What follows belongs to an exercise in optimizing a design on an open flow for small area and a short achievable clock period; a production flow would make more cautious choices. Where RTL was checked, it was by simulation tests only, not by an equivalence proof against the original. No activity file was given, so power comes from the tool's default toggle rates.

== sierra ==
==> flow/design.v (excerpt) <==
module cpu_top (
	input  logic                               clk,
	input  logic                               rst,
	input  logic                               inst_valid,
	input  logic [cpu_pkg::word_width-1:0]     inst,
	output logic                               wb_valid,
	output logic [cpu_pkg::reg_addr_width-1:0] wb_reg,
	output logic [cpu_pkg::word_width-1:0]     wb_data,
	output logic                               out_valid,
	output logic [cpu_pkg::word_width-1:0]     out_data,
	output logic                               halted
);
==> flow/config.mk <==
export PLATFORM = sky130hd
export DESIGN_NAME = cpu_top
export DESIGN_NICKNAME = cpu_top
export VERILOG_FILES = /design/flow/design.v
export SDC_FILE = /design/flow/constraint.sdc
export NUM_CORES = 4
export LEC_CHECK = 0
export CAP_MARGIN = 20
export CORE_MARGIN = 2
export CORE_UTILIZATION = 65
export CTS_BUF_LIST = sky130_fd_sc_hd__clkbuf_8
export CTS_CLUSTER_DIAMETER = 50
export CTS_CLUSTER_SIZE = 20
export PLACE_DENSITY = 0.75
export SETUP_SLACK_MARGIN = 2.5
export SLEW_MARGIN = 20
==> flow/constraint.sdc <==
create_clock -name core_clock -period 5.5 [get_ports {clk}]
set_input_delay 1.1000 -clock core_clock [delete_from_list [all_inputs] [get_ports {clk}]]
set_output_delay 1.1000 -clock core_clock [all_outputs]
set_load 0.01 [all_outputs]
standard.sh (not shown) runs the stock make flow with config.mk's settings and CLKGATE_MAP_FILE= SYNTH_SCRIPT=/design/flow/synth_recipe.tcl, a recipe that flattens the netlist after the stock synthesis.
==> flow/flow/run.sh <==
#!/bin/bash
export CUSTOM_ABC_SCRIPT=$PWD/flow/abc.script
bash standard.sh ADDER_MAP_FILE= "BUFFER_PORTS_ARGS=-buffer_cell sky130_fd_sc_hd__buf_4" SYNTH_SCRIPT=$PWD/flow/synth_custom.tcl finish > standard.log 2>&1
==> flow/flow/abc.script <==
&get -n
&st
&dch
&nf -R 20
&put
buffer -c
topo
stime -c
upsize -c
dnsize -c
==> flow/flow/synth_custom.tcl <==
# The standard synthesis script (synth_recipe.tcl), with one change:
# the ABC mapping step uses flow/abc.script in place of ORFS's speed script.
# Registers are mapped before ABC runs, so they are the same as the
# standard synthesis's.
proc synth {args} { yosys synth -nofsm -noshare {*}$args }
proc abc {args} {
  set i [lsearch -exact $args -script]
  if {$i >= 0} { lset args [expr {$i + 1}] $::env(CUSTOM_ABC_SCRIPT) }
  yosys abc {*}$args
}
source $::env(SCRIPTS_DIR)/synth.tcl
# left out here: clear keep_hierarchy, flatten, clean up, hide names made inside functions, write 1_2_yosys.v
What violet does differently from sierra at the input level:
Settings: changing CTS_BUF_LIST from sky130_fd_sc_hd__clkbuf_8 to sky130_fd_sc_hd__clkbuf_4 sky130_fd_sc_hd__clkbuf_8; removing CTS_CLUSTER_DIAMETER (formerly 50); removing CTS_CLUSTER_SIZE (formerly 20); changing SETUP_SLACK_MARGIN from 2.5 to 2.2.
==> flow/flow/abc.script <==
&get -n
&st
&dch
&nf
&put
buffer -c
topo
stime -c
upsize -c
dnsize -c
--- outcome ---
- violet ended up with a higher final cell count than sierra did.
- Against sierra, hold slack in violet came out better.
- violet — sequential cell area share 0.31 points higher, sierra as reference
- Delta (violet minus sierra): number of buffers outside the clock class in the layout decreased 54, die area increased about 1.1%, combinational share of power decreased 2.3 points, number of clock buffers in the layout increased 50.
Function was not checked in any run of this note: the RTL went through the layout flow alone.


the baseline:
Another version of the RTL of cpu_top (not shown whole).
Size: ~1200 cells after synthesis, roughly 370 flip-flops, about 56 I/O pins, roughly 16000 µm² of cells after synthesis.
clock: 5.5 ns
lec_check: 0
abc_clock_period_in_ps: 3000
cap_margin: 20
core_margin: 2
core_utilization: 40
setup_slack_margin: 2.5
slew_margin: 20
run.sh (not shown) runs the stock make flow with config.mk's settings and CLKGATE_MAP_FILE= SYNTH_SCRIPT=/design/flow/synth_recipe.tcl, a recipe that flattens the netlist after the stock synthesis.
Stock flow here: none of the scripts above is used.
The final layout from the baseline, which completed every stage, passed the timing, design-rule and antenna checks at the end of the flow.
--- input diff the baseline..the candidate ---
- clearing ABC_CLOCK_PERIOD_IN_PS, which used to be 3000
- clearing SETUP_SLACK_MARGIN, which used to be 2.5
==> run summary <==
- Relative to the baseline, number of global-route vias before repair has decreased by about 9% in the candidate.
- Taking the baseline as the reference point, the global-route usage of the candidate falls by 2.5 points.
- Compared with the baseline, in the candidate cell area reported after detailed placement closely matched the old numbers; number of clock buffers in the layout shows a reduction of 7; total power saw a decrease; wire length now smaller; setup slack fell by 720 ps.
- For the baseline, the endpoint of the most critical setup path was u_reg_file.regs[1][15]$_DFFE_PP_, unlike the candidate, where it was u_reg_file.regs[0][0]$_DFFE_PP_.
- Re global-route wire length before repair: the candidate and the baseline aren't equal, and the higher value belongs to the baseline.
- Compared with the baseline, the candidate shows a lower combinational group share of total power.
No functional check of the RTL was part of any run of this note.


Another version of the RTL of cpu_top (not shown whole).
Size: roughly 1300 cells after synthesis, roughly 400 flip-flops, about 56 I/O pins, ~17000 sq um of cells after synthesis.
==> flow/config.mk <==
export PLATFORM = sky130hd
export DESIGN_NAME = cpu_top
export DESIGN_NICKNAME = cpu_top
export VERILOG_FILES = /design/flow/design.v
export SDC_FILE = /design/flow/constraint.sdc
export NUM_CORES = 4
export LEC_CHECK = 0
export CAP_MARGIN = 20
export CORE_MARGIN = 2
export CORE_UTILIZATION = 65
export PLACE_DENSITY = 0.75
export SETUP_SLACK_MARGIN = 2.6
export SLEW_MARGIN = 20
==> flow/constraint.sdc <==
create_clock -name core_clock -period 5.5 [get_ports {clk}]
set_input_delay 1.1000 -clock core_clock [delete_from_list [all_inputs] [get_ports {clk}]]
set_output_delay 1.1000 -clock core_clock [all_outputs]
set_load 0.01 [all_outputs]
standard.sh (not shown) runs the stock make flow with config.mk's settings and CLKGATE_MAP_FILE= SYNTH_SCRIPT=/design/flow/synth_recipe.tcl, a recipe that flattens the netlist after the stock synthesis.
==> flow/flow/run.sh <==
#!/bin/bash
export CUSTOM_ABC_SCRIPT=$PWD/flow/abc.script
bash standard.sh ADDER_MAP_FILE= "BUFFER_PORTS_ARGS=-buffer_cell sky130_fd_sc_hd__buf_4" "CTS_ARGS=-sink_clustering_enable -repair_clock_nets -buf_list sky130_fd_sc_hd__clkbuf_8 -sink_clustering_size 20 -sink_clustering_max_diameter 50 -dont_use_dummy_load" SYNTH_SCRIPT=$PWD/flow/synth_custom.tcl finish > standard.log 2>&1
==> flow/flow/abc.script <==
&get -n
&st
&dch
&nf -R 20
&put
buffer -c
topo
stime -c
upsize -c
dnsize -c
Scripts as last shown in full above: flow/flow/synth_custom.tcl
The first run finished with timing, DRC and antenna clean.
Then changed:
- SETUP_SLACK_MARGIN: 2.6 -> 2.45
The new run went through all stages and came out clean.
Synthesized area stays the same.
Via count shrinks by 0.58%.
Utilization goes down by 0.77 points.
Flip-flop and latch count is unchanged.
Cell count goes down by 0.49%.
Combinational power came out lower by 5.1%.
Setup slack got worse by 0.17 ns.
Die area does not change.
Sequential power hardly moves.
Non-clock buffer count goes down by 9.
Maximum frequency went down by 5.6%.
Then changed:
==> flow/flow/run.sh (replaced) <==
#!/bin/bash
# Layout flow: the standard ORFS layout (standard.sh), with these changes:
#  - synthesis maps the combinational logic with flow/abc.script, through
#    flow/synth_custom.tcl; registers are mapped before ABC runs, so they are
#    the standard synthesis's registers
#  - no full/half-adder cell extraction (ADDER_MAP_FILE empty); ABC maps adders
#  - port buffers are buf_4
#  - clock tree of clkbuf_8, clusters of at most 20 sinks within 50 um, and no
#    dummy clock loads
# ORFS writes each step's full tool log under orfs/logs/; make's own output
# goes to standard.log here.
export CUSTOM_ABC_SCRIPT=$PWD/flow/abc.script
bash standard.sh ADDER_MAP_FILE= \
	"BUFFER_PORTS_ARGS=-buffer_cell sky130_fd_sc_hd__buf_4" \
	"CTS_ARGS=-sink_clustering_enable -repair_clock_nets -buf_list sky130_fd_sc_hd__clkbuf_8 -sink_clustering_size 20 -sink_clustering_max_diameter 50 -dont_use_dummy_load" \
	SYNTH_SCRIPT=$PWD/flow/synth_custom.tcl \
	finish > standard.log 2>&1
- CORE_UTILIZATION: 65 -> 60
- PLACE_DENSITY: 0.75 -> 0.7
- SETUP_SLACK_MARGIN: 2.45 -> 2.6
First-iteration DRC count increases by 2.3%.
Sequential power hardly moves.
Register-to-register slack is better by 0.21 ns.
Routed wire length increases by 1.2%.
Setup slack is better by 0.22 ns.
Utilization decreases by 3.7 points.
Synthesized area stays the same.
Then changed:
==> flow/flow/run.sh (replaced) <==
#!/bin/bash
export CUSTOM_ABC_SCRIPT=$PWD/flow/abc.script
bash standard.sh ADDER_MAP_FILE= "BUFFER_PORTS_ARGS=-buffer_cell sky130_fd_sc_hd__buf_4" "CTS_ARGS=-sink_clustering_enable -repair_clock_nets -buf_list sky130_fd_sc_hd__clkbuf_8 -sink_clustering_size 20 -sink_clustering_max_diameter 50 -dont_use_dummy_load" SYNTH_SCRIPT=$PWD/flow/synth_custom.tcl finish > standard.log 2>&1
==> flow/flow/abc.script (replaced) <==
&get -n
&st
&dch
&nf -R 30
&put
buffer -c
topo
stime -c
upsize -c
dnsize -c
- CORE_UTILIZATION: 60 -> 65
- CTS_BUF_LIST: not set -> sky130_fd_sc_hd__clkbuf_8
- CTS_CLUSTER_DIAMETER: not set -> 50
- CTS_CLUSTER_SIZE: not set -> 20
- PLACE_DENSITY: 0.7 -> 0.75
Power barely changes.
Via count is higher by a few percent.
Synthesized cell count is lower slightly.
Sequential power hardly moves.
Setup slack is worse by 0.15 ns.
Maximum frequency is lower by a few percent.
Final cell count is lower slightly.
Critical path depth stays the same.
Register-to-register slack is worse by 0.14 ns.


cpu_top again, from the RTL that the note above started with.
Settings: LEC_CHECK=0, CAP_MARGIN=20, CORE_MARGIN=2, CORE_UTILIZATION=65, CTS_BUF_LIST=sky130_fd_sc_hd__clkbuf_8, CTS_CLUSTER_DIAMETER=50, CTS_CLUSTER_SIZE=20, PLACE_DENSITY=0.75, SETUP_SLACK_MARGIN=3.1, SLEW_MARGIN=20; clock period 5.5 ns.
==> flow/flow/run.sh <==
#!/bin/bash
export CUSTOM_ABC_SCRIPT=$PWD/flow/abc.script
bash standard.sh ADDER_MAP_FILE= "BUFFER_PORTS_ARGS=-buffer_cell sky130_fd_sc_hd__buf_4" "CTS_ARGS=-sink_clustering_enable -repair_clock_nets -buf_list sky130_fd_sc_hd__clkbuf_8 -sink_clustering_size 20 -sink_clustering_max_diameter 50 -dont_use_dummy_load" SYNTH_SCRIPT=$PWD/flow/synth_custom.tcl finish > standard.log 2>&1
==> flow/flow/abc.script <==
&get -n
&st
&dch
&nf -R 30
&put
buffer -c
topo
stime -c
upsize -c
dnsize -c
Scripts as last shown in full above: flow/flow/synth_custom.tcl
Then changed:
==> flow/flow/run.sh (replaced) <==
#!/bin/bash
# Layout flow: the standard ORFS layout (standard.sh), with these changes:
#  - synthesis maps the combinational logic with flow/abc.script, through
#    flow/synth_custom.tcl; registers are mapped before ABC runs, so they are
#    the standard synthesis's registers
#  - no full/half-adder cell extraction (ADDER_MAP_FILE empty); ABC maps adders
#  - port buffers are buf_4
#  - clock tree of clkbuf_8, clusters of at most 20 sinks within 50 um, and no
#    dummy clock loads
# ORFS writes each step's full tool log under orfs/logs/; make's own output
# goes to standard.log here.
export CUSTOM_ABC_SCRIPT=$PWD/flow/abc.script
bash standard.sh ADDER_MAP_FILE= \
	"BUFFER_PORTS_ARGS=-buffer_cell sky130_fd_sc_hd__buf_4" \
	"CTS_ARGS=-sink_clustering_enable -repair_clock_nets -buf_list sky130_fd_sc_hd__clkbuf_8 -sink_clustering_size 20 -sink_clustering_max_diameter 50 -dont_use_dummy_load" \
	SYNTH_SCRIPT=$PWD/flow/synth_custom.tcl \
	finish > standard.log 2>&1
==> flow/flow/abc.script (replaced) <==
&get -n
&st
&dch
&nf -R 20
&put
buffer -c
topo
stime -c
upsize -c
dnsize -c
- CTS_BUF_LIST: sky130_fd_sc_hd__clkbuf_8 -> unset
- CTS_CLUSTER_DIAMETER: 50 -> unset
- CTS_CLUSTER_SIZE: 20 -> unset
- SETUP_SLACK_MARGIN: 3.1 -> 2.6
Sequential power stays flat.
Power came out lower by 1.9%.
Design area shrinks by 4.7%.
Setup slack is better by 9.7 ps.
Via count decreases by 4.4%.
Then changed:
==> flow/flow/run.sh (replaced) <==
#!/bin/bash
export CUSTOM_ABC_SCRIPT=$PWD/flow/abc.script
bash standard.sh ADDER_MAP_FILE= "BUFFER_PORTS_ARGS=-buffer_cell sky130_fd_sc_hd__buf_4" "CTS_ARGS=-sink_clustering_enable -repair_clock_nets -buf_list sky130_fd_sc_hd__clkbuf_8 -sink_clustering_size 20 -sink_clustering_max_diameter 50 -dont_use_dummy_load" SYNTH_SCRIPT=$PWD/flow/synth_custom.tcl finish > standard.log 2>&1
- SETUP_SLACK_MARGIN: 2.6 -> 2.75
=>
- power grows by 1.5%
- register-to-register slack is better by 60 ps
- routed wire length grows by 4.9%
- sequential power hardly moves
- design area grows by 3.3%
Then changed:
==> flow/flow/run.sh (replaced) <==
#!/bin/bash
export CUSTOM_ABC_SCRIPT=$PWD/flow/abc.script
bash standard.sh ADDER_MAP_FILE= "BUFFER_PORTS_ARGS=-buffer_cell sky130_fd_sc_hd__buf_4" "CTS_ARGS=-sink_clustering_enable -repair_clock_nets -buf_list sky130_fd_sc_hd__clkbuf_8 -sink_clustering_size 16 -sink_clustering_max_diameter 40 -dont_use_dummy_load" SYNTH_SCRIPT=$PWD/flow/synth_custom.tcl finish > standard.log 2>&1
- SETUP_SLACK_MARGIN: 2.75 -> 2.6
Die area does not change.
Design area went down by 2.7%.
Setup slack is worse by 45 ps.
Utilization went down by 2.0 points.
Final cell count went down by 1.7%.
First-iteration DRC count went down by 14%.
Non-clock buffer count went down by 32.
Then changed:
==> flow/flow/run.sh (replaced) <==
#!/bin/bash
export CUSTOM_ABC_SCRIPT=$PWD/flow/abc.script
bash standard.sh ADDER_MAP_FILE= "BUFFER_PORTS_ARGS=-buffer_cell sky130_fd_sc_hd__buf_4" "CTS_ARGS=-sink_clustering_enable -repair_clock_nets -buf_list sky130_fd_sc_hd__clkbuf_8 -sink_clustering_size 20 -sink_clustering_max_diameter 50 -dont_use_dummy_load" SYNTH_SCRIPT=$PWD/flow/synth_custom.tcl finish > standard.log 2>&1
==> flow/flow/abc.script (replaced) <==
&get -n
&st
&dch
&nf -R 30
&put
buffer -c
topo
stime -c
upsize -c
dnsize -c
The changed run passed the timing, design-rule and antenna checks; worst setup slack loses 120 ps; cell count goes up slightly; total power goes down by a few percent; synthesized area goes down slightly; wire length goes up by a few percent; die area goes down slightly; cell area goes up slightly; critical path depth does not change; count of clock-buffer cells in the layout goes down by 9; fmax goes down by a few percent.


Another version of the RTL of cpu_top (not shown whole).
For scale: ~1,200 cells after synthesis, ~56 I/O pins, roughly 0.016 sq mm of cells after synthesis.
Settings: LEC_CHECK=0, CAP_MARGIN=20, CORE_MARGIN=2, CORE_UTILIZATION=65, CTS_BUF_LIST=sky130_fd_sc_hd__clkbuf_8, CTS_CLUSTER_DIAMETER=50, CTS_CLUSTER_SIZE=20, PLACE_DENSITY=0.75, SETUP_SLACK_MARGIN=2.6, SLEW_MARGIN=20; clock period 5.5 ns.
==> flow/flow/run.sh <==
#!/bin/bash
export CUSTOM_ABC_SCRIPT=$PWD/flow/abc.script
bash standard.sh ADDER_MAP_FILE= "BUFFER_PORTS_ARGS=-buffer_cell sky130_fd_sc_hd__buf_4" "CTS_ARGS=-sink_clustering_enable -repair_clock_nets -buf_list sky130_fd_sc_hd__clkbuf_8 -sink_clustering_size 20 -sink_clustering_max_diameter 50 -dont_use_dummy_load" SYNTH_SCRIPT=$PWD/flow/synth_custom.tcl finish > standard.log 2>&1
==> flow/flow/abc.script <==
&get -n
&st
&dch
&nf -R 20
&put
buffer -c
topo
stime -c
upsize -c
dnsize -c
Scripts as last shown in full above: flow/flow/synth_custom.tcl
Change:
==> flow/flow/run.sh (replaced) <==
#!/bin/bash
export CUSTOM_ABC_SCRIPT=$PWD/flow/abc.script
bash standard.sh ADDER_MAP_FILE= "BUFFER_PORTS_ARGS=-buffer_cell sky130_fd_sc_hd__buf_4" SYNTH_SCRIPT=$PWD/flow/synth_custom.tcl finish > standard.log 2>&1
- CTS_CLUSTER_DIAMETER: 50 -> 40
- CTS_CLUSTER_SIZE: 20 -> 16
- SETUP_SLACK_MARGIN: 2.6 -> 2.8
Outcome:
- The changed run completed with no timing, DRC or antenna violations
- clock power is higher by 49%
- design area grows by 5.3%
- combinational power increases by 5.9%
- synthesized cell count stays the same
- global-route usage grows by 1.1 points
- via count increases by 5.1%
- routed wire length is higher by 4.8%
- count of clock-buffer cells in the layout came out higher by 16
- register-to-register slack is worse by 0.08 ns
Change:
==> flow/flow/run.sh (replaced) <==
#!/bin/bash
export CUSTOM_ABC_SCRIPT=$PWD/flow/abc.script
bash standard.sh ADDER_MAP_FILE= "BUFFER_PORTS_ARGS=-buffer_cell sky130_fd_sc_hd__buf_4" "CTS_ARGS=-sink_clustering_enable -repair_clock_nets -buf_list sky130_fd_sc_hd__clkbuf_8 -sink_clustering_size 20 -sink_clustering_max_diameter 50 -dont_use_dummy_load" SYNTH_SCRIPT=$PWD/flow/synth_custom.tcl finish > standard.log 2>&1
==> flow/flow/abc.script (replaced) <==
&get -n
&st
&dch
&nf -R 40
&put
buffer -c
topo
stime -c
upsize -c
dnsize -c
- CTS_CLUSTER_DIAMETER: 40 -> 50
- CTS_CLUSTER_SIZE: 16 -> 20
- SETUP_SLACK_MARGIN: 2.8 -> 2.6
After rerunning: Final cell count fell by 3.8%. Sequential share of layout area rose by 2.7 points. Die area fell by about 0.3%. Non-clock buffer count fell by 10.
Change:
==> flow/flow/run.sh (replaced) <==
#!/bin/bash
export CUSTOM_ABC_SCRIPT=$PWD/flow/abc.script
bash standard.sh ADDER_MAP_FILE= "BUFFER_PORTS_ARGS=-buffer_cell sky130_fd_sc_hd__buf_4" "CTS_ARGS=-sink_clustering_enable -repair_clock_nets -buf_list sky130_fd_sc_hd__clkbuf_16 -sink_clustering_size 30 -sink_clustering_max_diameter 60 -dont_use_dummy_load" SYNTH_SCRIPT=$PWD/flow/synth_custom.tcl finish > standard.log 2>&1
==> flow/flow/abc.script (replaced) <==
&get -n
&st
&dch
&nf -R 30
&put
buffer -c
topo
stime -c
upsize -c
dnsize -c
- CTS_BUF_LIST: sky130_fd_sc_hd__clkbuf_8 -> not set
- CTS_CLUSTER_DIAMETER: 50 -> not set
- CTS_CLUSTER_SIZE: 20 -> not set
Outcome:
- setup slack gains 0.19 ns
- routed wire length shrinks by 3.3%
- first-iteration DRC count shrinks by 12%
- final area barely changes
- worst hold slack degrades by 0.013 ns
- fmax rises by 6.0%
- utilization decreases by 0.16 points
- global-route usage shrinks by 0.55 points
- clock power is higher by 20%
- die area came out higher by 0.30%

-- afterwards: timing with drivers on the ports --
No port has a modelled driver above. Below, the same layouts with a new extraction and two added sets of constraints.
Step 1, drivers: a clkbuf_16 drives clk and a buf_2 each remaining input, both assumed.
Step 2 also shifts input and output timing later by t, the mid clock arrival at the registers, as if the neighbouring blocks saw the same clock.
Slacks: ideal ports / drivers / drivers and shift; pairs: ideal ports / drivers.
run | t (ns) | setup WS [ns] | hold slack, ns | worst data-port slew with drivers (ns)
sierra | 0.605 | 2.342 / 2.342 / 2.025 | 0.398 / 0.398 / 0.398 | 0.03
violet | 0.643 | 2.217 / 2.217 / 1.962 | 0.403 / 0.403 / 0.403 | 0.05
the baseline | 0.597 | 1.785 / 1.785 / 1.785 | 0.372 / 0.372 / 0.372 | 0.05
the candidate | 0.593 | 1.064 / 1.064 / 1.064 | 0.377 / 0.377 / 0.377 | 0.04
the first run of note 3 | 0.583 | 2.620 / 2.643 / 2.060 | 0.411 / 0.411 / 0.411 | 0.04
the second run of note 3 | 0.575 | 2.451 / 2.456 / 1.898 | 0.394 / 0.394 / 0.394 | 0.04
the third run of note 3 | 0.596 | 2.673 / 2.673 / 2.115 | 0.394 / 0.394 / 0.394 | 0.04
the fourth run of note 3 | 0.584 | 2.520 / 2.496 / 1.912 | 0.369 / 0.369 / 0.369 | 0.07
the first run of note 4 | 0.594 | 2.610 / 2.610 / 2.085 | 0.397 / 0.397 / 0.397 | 0.05
the second run of note 4 | 0.583 | 2.620 / 2.643 / 2.060 | 0.411 / 0.411 / 0.411 | 0.04
the third run of note 4 | 0.580 | 2.685 / 2.708 / 2.128 | 0.398 / 0.398 / 0.398 | 0.03
the fourth run of note 4 | 0.597 | 2.640 / 2.661 / 2.065 | 0.392 / 0.392 / 0.392 | 0.04
the fifth run of note 4 | 0.584 | 2.520 / 2.496 / 1.912 | 0.369 / 0.369 / 0.369 | 0.07
the first run of note 5 | 0.596 | 2.367 / 2.367 / 1.895 | 0.398 / 0.398 / 0.398 | 0.04
the second run of note 5 | 0.603 | 2.283 / 2.283 / 1.904 | 0.405 / 0.405 / 0.405 | 0.03
the third run of note 5 | 0.583 | 2.083 / 2.083 / 1.883 | 0.390 / 0.390 / 0.390 | 0.04
the fourth run of note 5 | 0.591 | 2.277 / 2.277 / 2.090 | 0.377 / 0.377 / 0.377 | 0.05
After both steps every run listed still meets setup and hold.
